This design comes from an exercise in tuning for small area, a short achievable clock period and few clock cycles on the open sky130 flow, not from production work. Function was checked by simulation only, so behaviour that the tests miss may differ from the original. Power and IR drop assume default switching activity.

`design/flow/flow/run.sh`:
```
#!/bin/bash
# The standard layout, with plain buf_1 cells as the port buffers instead of the delay cells
# that buffer_ports picks on its own. Each tool's output is in the orfs logs; make's own output
# goes to standard.log.
set -o pipefail
export BUFFER_PORTS_ARGS="-buffer_cell sky130_fd_sc_hd__buf_1"
bash standard.sh > standard.log 2>&1
```
`design/flow/design.v`:
```
`default_nettype none
package cim_pkg;
    typedef enum logic [2:0] {
        NOP                           = 3'd0,
        PATCH_LOAD_BROADCAST_START_OP = 3'd1,
        PATCH_LOAD_BROADCAST_OP       = 3'd2,
        PARAM_STREAM_START_OP         = 3'd3,
        PARAM_STREAM_OP               = 3'd4,
        DENSE_BROADCAST_START_OP      = 3'd5,
        DENSE_BROADCAST_DATA_OP       = 3'd6
    } bus_op_t;
    typedef enum logic [2:0] {
        CIM_IDLE,
        CIM_PATCH_LOAD,
        CIM_CLASS_TOKEN,
        CIM_POS_EMB,
        CIM_DONE
    } cim_state_t;
    typedef struct packed {
        bus_op_t                          op;
        logic [$clog2(4)-1:0]             target_or_sender;
        logic [2:0][16-1:0]      data;
    } bus_word_t;
    typedef struct packed {
        logic                   rd;
        logic                   wr;
        logic [6-1:0] addr;
        logic [16-1:0] wdata;
    } mem_req_t;
    typedef struct packed {
        logic                   start;  
        logic [6-1:0] addr;
        logic [1:0]             len;    
    } tx_cmd_t;
endpackage
`default_nettype wire
`default_nettype none
module cim #(
    parameter int ID = 0
) (
    input  logic               clk,
    input  logic               rst_n,
    input  cim_pkg::bus_word_t bus_in,
    output cim_pkg::bus_word_t bus_out,
    output logic               bus_drive,
    output logic               is_ready
);
    localparam int W   = 16;
    localparam int AW  = 6;
    localparam int IDW = $clog2(4);
    localparam int NR  = 4 + 1;  
    localparam int NP  = 4 + 2;  
    logic [W-1:0] pw [NP];    
    logic [AW-1:0]     wptr;  
    logic [1:0]        slot;
    logic [2:0]        pcnt;
    logic              tx_q;
    logic          for_me;
    logic          op_pstart, op_pbeat, op_patch_start, op_patch, op_last, op_tx;
    logic [W-1:0]  pdata;
    assign for_me         = (bus_in.target_or_sender == IDW'(ID));
    assign op_pstart      = (bus_in.op == cim_pkg::PARAM_STREAM_START_OP);
    assign op_pbeat       = (bus_in.op == cim_pkg::PARAM_STREAM_OP) && for_me;
    assign op_patch_start = (bus_in.op == cim_pkg::PATCH_LOAD_BROADCAST_START_OP);
    assign op_patch       = (bus_in.op == cim_pkg::PATCH_LOAD_BROADCAST_OP) && (pcnt < 3'd4);
    assign op_last        = op_patch && (pcnt == 3'd3);
    assign op_tx          = (bus_in.op == cim_pkg::DENSE_BROADCAST_START_OP) && for_me;
    assign pdata          = bus_in.data[slot];
    always_ff @(posedge clk) begin
        for (int k = 0; k < NP; k++) begin
            if (op_pbeat && wptr == ((k == 0) ? AW'(0)
                                              : AW'(8 + k - 1))) begin
                pw[k] <= pdata;
            end
        end
    end
    localparam int H = W / 2;
    logic [H-1:0] rlo [NR];
    logic [H-1:0] rhi [NR];
    logic [NR-1:0] cy;        
    logic          infer_hi;  
    logic [H-1:0] slo [NR];
    logic [H-1:0] shi [NR];
    logic [NR-1:0] clo;
    logic [H-1:0] ahi [NR];  
    for (genvar i = 0; i < NR; i++) begin : g_add
        logic [H-1:0] alo;
        if (i == 0) begin : g_cls
            assign alo    = pw[0][H-1:0];
            assign ahi[i] = pw[0][W-1:H];
        end else if (i == NR - 1) begin : g_lst
            assign alo    = bus_in.data[0][H-1:0];
            assign ahi[i] = rhi[i];
        end else begin : g_mid
            assign alo    = rlo[i];
            assign ahi[i] = rhi[i];
        end
        assign {clo[i], slo[i]} = {1'b0, alo} + {1'b0, pw[i + 1][H-1:0]};
        assign shi[i] = ahi[i] + pw[i + 1][W-1:H] + H'(cy[i]);
    end
    always_ff @(posedge clk) begin
        for (int i = 0; i < NR; i++) begin
            if (op_last) begin
                rlo[i] <= slo[i];
                cy[i]  <= clo[i];
            end else if (op_patch && pcnt == 3'(i - 1)) begin
                rlo[i] <= bus_in.data[0][H-1:0];
            end
            if (infer_hi) begin
                rhi[i] <= shi[i];
            end else if (op_patch && pcnt == 3'(i - 1)) begin
                rhi[i] <= bus_in.data[0][W-1:H];
            end
        end
    end
    always_ff @(posedge clk) begin
        infer_hi <= op_last;
    end
    always_ff @(posedge clk) begin
        if (op_pstart) begin
            wptr <= bus_in.data[0][AW-1:0];
        end else if (op_pbeat) begin
            wptr <= wptr + AW'(1);
        end
    end
    always_ff @(posedge clk) begin
        if (!rst_n) begin
            slot <= '0;
            pcnt <= '0;
            tx_q <= 1'b0;
        end else begin
            tx_q <= op_tx;
            if (op_pstart) begin
                slot <= '0;
            end else if (op_pbeat) begin
                slot <= (slot == 2'd2) ? 2'd0 : slot + 2'd1;
            end
            if (op_patch_start) begin
                pcnt <= '0;
            end else if (op_patch) begin
                pcnt <= pcnt + 3'd1;
            end
        end
    end
    logic [2:0]    a;
    logic          single;
    logic [NR-1:0] sel_q [3];
    assign a      = bus_in.data[0][2:0];
    assign single = (bus_in.data[1] == W'(1));
    always_ff @(posedge clk) begin
        for (int i = 0; i < NR; i++) begin
            sel_q[0][i] <= !single && (a == 3'(i));
            sel_q[1][i] <= !single && (3'(a + 3'd1) == 3'(i));
            sel_q[2][i] <= single ? (a == 3'(i)) : (3'(a + 3'd2) == 3'(i));
        end
    end
    always_comb begin
        bus_out.op               = tx_q ? cim_pkg::DENSE_BROADCAST_DATA_OP : cim_pkg::NOP;
        bus_out.target_or_sender = IDW'(ID);
        for (int j = 0; j < 3; j++) begin
            bus_out.data[j] = '0;
            for (int i = 0; i < NR; i++) begin
                bus_out.data[j] = bus_out.data[j] | ({W{sel_q[j][i]}} & {rhi[i], rlo[i]});
            end
        end
    end
    assign bus_drive = tx_q;
    assign is_ready  = 1'b1;
endmodule
`default_nettype wire
`default_nettype none
module cim_tile (
    input  logic        clk,
    input  logic        rst_n,
    input  logic [2:0]  bus_in_op,
    input  logic [1:0]  bus_in_id,
    input  logic [47:0] bus_in_data,
    output logic [2:0]  bus_out_op,
    output logic [1:0]  bus_out_id,
    output logic [47:0] bus_out_data,
    output logic        bus_drive,
    output logic        is_ready
);
    cim_pkg::bus_word_t bi, bo;
    assign bi.op = cim_pkg::bus_op_t'(bus_in_op);
    assign bi.target_or_sender = bus_in_id;
    assign bi.data = bus_in_data;
    assign bus_out_op = bo.op;
    assign bus_out_id = bo.target_or_sender;
    assign bus_out_data = bo.data;
    cim #(.ID(2)) u (.clk(clk), .rst_n(rst_n), .bus_in(bi), .bus_out(bo), .bus_drive(bus_drive), .is_ready(is_ready));
endmodule
`default_nettype wire
```
`design/flow/constraint.sdc`:
```
create_clock -name core_clock -period 4.0 [get_ports {clk}]
set_input_delay 0.8000 -clock core_clock [delete_from_list [all_inputs] [get_ports {clk}]]
set_output_delay 0.8000 -clock core_clock [all_outputs]
set_load 0.01 [all_outputs]
```
`design/flow/standard.sh`:
```
#!/bin/bash
# synth_recipe.tcl (not shown) runs the flow's synth.tcl, then flattens the netlist and writes it again
# the make line also repeats each setting of config.mk as NAME=value (left out here)
make -C /OpenROAD-flow-scripts/flow DESIGN_CONFIG=/design/flow/config.mk WORK_HOME=/design/flow/orfs CLKGATE_MAP_FILE= SYNTH_SCRIPT=/design/flow/synth_recipe.tcl "${@:-finish}"
```
`design/flow/config.mk`:
```
export PLATFORM = sky130hd
export DESIGN_NAME = cim_tile
export DESIGN_NICKNAME = cim_tile
export VERILOG_FILES = /design/flow/design.v
export SDC_FILE = /design/flow/constraint.sdc
export NUM_CORES = 4
export LEC_CHECK = 0
export CAP_MARGIN = 20
export CORE_MARGIN = 2
export CORE_UTILIZATION = 60
export SETUP_SLACK_MARGIN = 1.75
export SLEW_MARGIN = 20
```
==> flow_summary.toml, run 1 <==
[worst_setup_path]
worstReg2RegStart = "u.rhi[3][0]"
critPathMaxFanout = 3
reg2regPathDepth = 9
worstPathCellList = "a222oi_1 > nand2_1 > buf_1"
critPathBufInv = 1
crit_arrival_ns = 1.67
critPathTopFamily = "flip-flops"
r2r_end = "u.rhi[3][6]"
r2r_setup_slack_ns = 1.74
worst_path_max_delay_cell = "edfxtp_1"
critPathLaunchType = "flip-flop"
crit_path_end_kind = "output port"
required_ns = 3.20
max_stage_delay_ns = 0.50
startpoint = "u.rhi[0][1]"
critPathKind = "reg -> out"

[clocking]
cts_made_buffers = 23
path_clk_slew_ns = 0.06
cts_htree_levels = 1
root_buffer = "clkbuf_16"
cts_tree = "built"
clockBufferDepth = 3
clk_latency_ns = 0.51
numClockSinks = 209

[finish]
mostFrequentLayoutCell = "edfxtp_1"
diodes = 0
final_area_um2 = 13700
area_growth_pct = 15.4
mostFrequentLayoutCells = "187 x edfxtp_1, 131 x nand2_1, 94 x buf_1"
drive_gt1_frac = 0.147
nets = 1313
fillers = 1471

[power_and_ir_drop]
ir_drop_uv = 276
power_frac_clock = 0.431
p_sw_frac = 0.230
p_int_mw = 3.78
p_comb_frac = 0.069
power.density_nw_per_um2 = 359
switchingPower_mw = 1.13
p_leak_nw = 5.05
total_power_mw = 4.91
seqPwrFrac = 0.501

[timing]
fin_crit_ns = 2.47
setup_tns_ns = 0
final_max_slew_viol_count = 0
relSlewSlack = 0.298
rsz0062_at_grt = "true"
fmax_ghz = 0.406
final_hold_viol_count = 0
finalCritPeriodShare = 0.616
worstMarginPinSlew_ns = 1.04
clock_skew_ns = 0.0139
finalSetupViolCount = 0

[global_route]
antenna_found_initial = 0
grt_pass1_wl_um = 49700
met3_usage = 0.0691
grt.met1_usage = 0.494
grt_overflow_total = 0
grt_pass1_vias = 8597
grt_max_degree = 37
gr-usage-all-layers = 0.323
busiest_layer = "met1"
use_met2 = 0.473

[synth]
synth_area_um2 = 11900
synth.ff_latch_count = 209
synthCells = 1049
yosys_warnings = 8
ys_seq_area_frac = 0.510
synth_edf_count = 187
avgSynthCellArea_um2 = 11.3
synth_cell_types = 59
async_flop_share = 0
synth_flop_cell = "edfxtp_1"

[die]
core.rowCount = 51
chipHeight_um = 145
io_pins = 110
core_um2 = 19500
dieArea_um2 = 20900
initial_core_util = 0.611
die_w_um = 145

[routing]
dr_total_vias = 9416
drtIter0Drc = 1231
drc = 0
totalWireLength_um = 33900
drtAntennaViolNets = 0
wl_per_cell_um = 23.5
dr.pass1.iters = 9
vias_per_cell = 6.53

[place]
place.gp.congestion = 0.956
hpwl_um = 24100
io_buffers = 105
dpl-instance-area_um2 = 12500

[run_status]
status = "timing/DRC/antenna clean"

[min_path]
min_path_cells = 2
hold_path.class = "reg -> reg"
hp-start = "u.pcnt[2]"
hold-path-endpoint = "u.pcnt[2]"

[job]
cap_violations = 0
==> worst register-to-register path: stages (launching register included) <==
cell      delay, ns
edfxtp_1       0.44
buf_4          0.17
fa_2           0.38
inv_2          0.08
fa_2           0.21
nor2b_1        0.07
o31a_1         0.26
o21ai_1        0.15
mux2i_1        0.20
nand2_1        0.06
==> logic make-up after synthesis <==
logic type	Yosys count	synth area share
flip-flops	209	0.510
buffers and inverters	77	0.0275
XOR/XNOR	47	0.0346
adder cells (fa/ha/maj)	96	0.111
multiplexers	21	0.0178
AO/OA/AOI/OAI	336	0.195
other	2	0.000632
AND/OR/NAND/NOR	261	0.104
==> metrics by stage <==
stage / util / instances / setup slack (ns) / hold WS [ns]
floorplan: - / 1051 / 1.69 / 0.501
global placement: 0.641 / 1378 / 1.32 / 0.546
detailed placement: 0.641 / 1378 / 1.20 / 0.533
CTS: 0.689 / 1426 / 1.56 / 0.553
global route: 0.704 / 1443 / 1.44 / 0.586
finish: 0.704 / 1443 / 1.53 / 0.555
==> cell usage after synthesis, types with 5 or more instances <==
master    instances  area share
nor2b_1          12      0.0063
ha_1             81       0.085
o21a_1           10      0.0063
xnor2_1          26       0.019
clkbuf_1         34       0.011
nand2_1         131       0.041
a222oi_1         48       0.040
and2_1            6      0.0032
buf_2             6      0.0025
nor3_1           25       0.011
buf_4             8      0.0051
a31oi_1          10      0.0053
a22oi_1          48       0.030
a21o_1           25       0.016
xor2_1           21       0.015
nand3_1           5      0.0021
o31a_1            6      0.0044
inv_1            27      0.0085
edfxtp_1        187        0.47
fa_1             15       0.025
dfxtp_1          22       0.037
a211oi_2          5      0.0053
mux2i_1          20       0.017
o21ai_1           7      0.0029
o21bai_1         18       0.011
a211oi_1         19       0.012
a21oi_1          43       0.018
nor2_1           52       0.016
o21ai_0          90       0.038
==> per-layer routing <==
| metal | part of all wire | vias up | wire length (um) |
|---|---|---|---|
| met2 | 0.42 | 571 | 14200 |
| met4 | 0.021 | 0 | 705 |
| met1 | 0.42 | 4515 | 14300 |
| met5 | 0 | - | 0 |
| met3 | 0.14 | 61 | 4680 |
| li1 | - | 4269 | - |
==> how the worst max path moves through the flow <==
stage,to,slack (ns),cells after the start
finish,bus_out_data[41],1.53,3
global route,bus_out_data[40],1.44,3
CTS,bus_out_data[31],1.56,3
detailed placement,u.rlo[1][3],1.20,6
global placement,u.rlo[0][3],1.32,6
floorplan,u.cy[4],1.69,7
==> layout make-up <==
class                      count  area, um2  area share
clock buffer                  31        677      0.0494
sequential                   209       6110       0.446
multi-input combinational    765       5740       0.419
clock inverter                10       91.3     0.00666
inverter                      29        111     0.00812
timing repair buffer         134        646      0.0471
tap                          265        332      0.0242
==> power by group through the flow <==
| stage | clock network, mW | logic, mW | registers, mW |
|---|---|---|---|
| after detailed placement | 0 | 0.322 | 2.51 |
| after global placement | 0 | 0.317 | 2.51 |
| after global routing | 2.21 | 0.376 | 2.46 |
| after CTS | 2.13 | 0.325 | 2.46 |
| final | 2.12 | 0.338 | 2.46 |
| after floorplan | 0 | 0.222 | 2.46 |
==> sequential cells by signal, indices dropped and copies added, names as in the netlist <==
register / count
u.rlo: 40
u.sel_q: 15
u.infer_hi: 1
u.tx_q: 1
u.rhi: 40
u.pcnt: 3
u.slot: 2
u.pw: 96
u.cy: 5
u.wptr: 6
==> repair_timing <==
item,CTS,global route
pin swaps,31,40
setup buffers,7,17
hold buffers,0,0
setup endpoints to repair,154,177
gates resized for setup,56,48
Testbench counts, summed over its fixed seeds: cycles 1,617.
==> run 2, diff against run 1 <==
--- a/design/flow/config.mk
+++ b/design/flow/config.mk
@@ -7,6 +7,6 @@
 export LEC_CHECK = 0
 export CAP_MARGIN = 20
 export CORE_MARGIN = 2
-export CORE_UTILIZATION = 60
-export SETUP_SLACK_MARGIN = 1.75
+export CORE_UTILIZATION = 65
+export SETUP_SLACK_MARGIN = 2
 export SLEW_MARGIN = 20
==> run 2 against run 1 <==
Highest routed layer unchanged. Largest cell class unchanged. Core utilization increased by 9.1 points. Critical path depth unchanged. Combinational power increased by 4%. Hold slack improved by 0.0030 ns. Total power decreased by 1.9%. Clock power decreased by 5%. Largest power group unchanged. Worst setup slack got worse by 0.017 ns. Final area increased by 4.2%. Global-route usage increased by 2.3 points. Register-to-register slack got worse by 0.09 ns. Non-clock buffer count increased by 36. Sequential power about the same.
==> flow_summary.toml, run 2 <==
[worst_setup_path]
required_ns = 3.20
r2r_setup_slack_ns = 1.65
crit_path_end_kind = "output port"
reg2regPathDepth = 9
critPathKind = "reg -> out"
crit_arrival_ns = 1.68
r2r_end = "u.rhi[3][6]"
critPathLaunchType = "flip-flop"
critPathMaxFanout = 16
worstReg2RegStart = "u.rhi[3][0]"

[power_and_ir_drop]
p_leak_nw = 5.28
power.density_nw_per_um2 = 338
ir_drop_uv = 393

[die]
core.rowCount = 49
die_w_um = 139
initial_core_util = 0.661
chipHeight_um = 139
io_pins = 110
core_um2 = 18000
dieArea_um2 = 19400

[synth]
synthCells = 1049
synth_xor_area_frac = 0.0346
synth_top_family_by_area = "compound AO/OA/AOI/OAI gates"
synth_area_um2 = 11900
avgSynthCellArea_um2 = 11.3
yosys.area.top_type = "edfxtp_1"
async_flop_share = 0
synth_flop_cell = "edfxtp_1"
yosys_warnings = 8
synth_top_area_frac = 0.473
synth.area.top_cells = "edfxtp_1 47%, ha_1 8.5%, nand2_1 4.1%"
synth_adder_area_share = 0.111
synth_edf_count = 187
synth.ff_latch_count = 209
ys_seq_area_frac = 0.510
synth_simple_gate_area_frac = 0.104
yosysMostFrequentCell = "edfxtp_1"
ys_top_cells_by_count = "187 x edfxtp_1, 131 x nand2_1, 90 x o21ai_0, 81 x ha_1, 52 x nor2_1"
yosys-mux-area-fraction = 0.0178
synth_compound_area_frac = 0.195
synth_cell_types = 59

[finish]
mostFrequentLayoutCell = "edfxtp_1"
regMostFlops = "u.pw"
drive_gt1_frac = 0.210
area_growth_pct = 20.2
diodes = 0
nets = 1350
reg_top3 = "u.pw: 96 flops, u.rhi: 40 flops, u.rlo: 40 flops"
fillers = 1128
final_util = 0.795
largest_register_ffs = 96
mostFrequentLayoutCells = "187 x edfxtp_1, 126 x nand2_1, 90 x buf_1"

[min_path]
hold_path.class = "reg -> reg"
min_path_cells = 2
hp-start = "u.pcnt[2]"
hold-path-endpoint = "u.pcnt[2]"

[timing]
setup_tns_ns = 0
final_max_slew_viol_count = 0
relSlewSlack = 0.280
fin_crit_ns = 2.48
rsz0062_at_grt = "true"
fmax_ghz = 0.403
worstMarginPinSlew_ns = 1.07
finalSetupViolCount = 0
clock_skew_ns = 0.0189
final_hold_viol_count = 0
finalCritPeriodShare = 0.621

[routing]
vias_per_cell = 6.76
wl_per_cell_um = 23.8
drtAntennaViolNets = 0
dr.pass1.iters = 13
dr_total_vias = 9763
totalWireLength_um = 34400
drtIter0Drc = 1557
drc = 0

[run_status]
status = "timing/DRC/antenna clean"

[global_route]
gr-usage-all-layers = 0.346
grt_max_degree = 39
grt_pass1_wl_um = 51600
grt_pass1_vias = 9182
antenna_found_initial = 0
grt_overflow_total = 0

[clocking]
cts_htree_levels = 1
cts_made_buffers = 23
cts_tree = "built"
path_clk_slew_ns = 0.06
clockBufferDepth = 3
root_buffer = "clkbuf_16"
hold_buffers = 0
clk_latency_ns = 0.52
numClockSinks = 209

[place]
io_buffers = 105
place.gp.congestion = 0.927
hpwl_um = 23600

[job]
cap_violations = 0
==> run 2: cell counts after synthesis <==
No cell type changed its count.
==> run 2: worst max-delay path, stage by stage (launching register included) <==
cell	delay (ns)
dfxtp_4	0.43
a222oi_1	0.47
nand2_1	0.11
buf_1	0.15
==> run 2: cells by family (layout without fill, tap and decap cells) <==
family                     after synthesis  in the layout
buffers and inverters                   77            242
AOI/OAI and AO/OA                      336            336
and+or+nand+nor                        261            261
muxes                                   21             21
other                                    2              4
DFF                                    209            209
xor gates and xnor gates                47             47
adders and majority gates               96             96
==> run 2: power breakdown <==
part           total (mW)  switching (mW)  leakage, nW  internal (mW)
combinational       0.351           0.213         3.06          0.139
sequential           2.46          0.0603         1.88           2.40
clock                2.02           0.864        0.351           1.15
total                4.82            1.14         5.28           3.69
==> run 2: metrics by stage <==
stage,hold slack (ns),power [mW],cells,instance area [um2],setup slack (ns)
2_1_floorplan,0.501,2.68,1051,12000,1.69
3_3_place_gp,0.545,2.81,1343,12500,1.33
3_5_place_dp,0.543,2.82,1343,12500,1.15
4_1_cts,0.547,4.80,1428,13900,1.57
5_1_grt,0.580,4.93,1445,14300,1.45
6_report,0.558,4.82,1445,14300,1.52
==> run 2: worst max path at each step <==
| stage | startpoint | endpoint | slack (ns) | depth (start not counted) |
|---|---|---|---|---|
| 2_1_floorplan | bus_in_data[0] | u.cy[4] | 1.69 | 7 |
| 3_3_place_gp | bus_in_op[2] | u.rlo[0][3] | 1.33 | 6 |
| 3_5_place_dp | bus_in_op[2] | u.rlo[0][3] | 1.15 | 6 |
| 4_1_cts | u.rhi[0][7] | bus_out_data[15] | 1.57 | 3 |
| 5_1_grt | u.rhi[0][0] | bus_out_data[8] | 1.45 | 3 |
| 6_report | u.sel_q[1][0] | bus_out_data[18] | 1.52 | 3 |
==> run 2: repair_timing <==
action                     CTS  global route
setup endpoints to repair  272           205
gates resized for setup    108            83
pin swaps                   96            88
buffers inserted            42            17
cloned                       1             0
==> run 2: layer usage <==
metal / wire length [um] / track usage
met5: 0 / 0
met4: 796 / 0.0776
met3: 5120 / 0.0698
met2: 14600 / 0.510
met1: 14000 / 0.538
==> run 2: final cells by class <==
cell class | count | area (um2) | share of cell area
sequential | 209 | 6110 | 0.428
multi-input combinational | 765 | 6050 | 0.424
timing repair buffer | 170 | 1000 | 0.0702
clock buffer | 32 | 619 | 0.0434
tap | 229 | 287 | 0.0201
inverter | 29 | 120 | 0.00841
clock inverter | 10 | 82.6 | 0.00578
timing repair inverter | 1 | 5.00 | 0.000351

re-timing with driven ports:
The flow's constraints put no driver on any port. The routed layouts listed below were extracted and timed again, unchanged, in two steps. Step 1: set_driving_cell puts a clkbuf_16 on clk and a buf_2 on each other input, an assumption about the parent block. Step 2 moves the port delays by t, midway between the first and last clock arrival at a register: inputs arrive t later, outputs are due t later. That takes back most of the time a late clock gives input paths. a / b / c = ideal ports / drivers / drivers and shift; a / b = the first two.
run | t (ns) | slack for setup (ns) | latest minus earliest clock arrival (ns) | worst slew at a driven data input, ns
run 1 | 0.548 | 1.535 / 1.488 / 1.301 | 0.016 / 0.016 | 0.03
run 2 | 0.558 | 1.518 / 1.470 / 1.486 | 0.021 / 0.021 | 0.04
After both steps setup and hold are still met in every run listed. The setup slack of run 1, which loses most, moves by -0.047 ns with the drivers and by -0.234 ns with both steps.
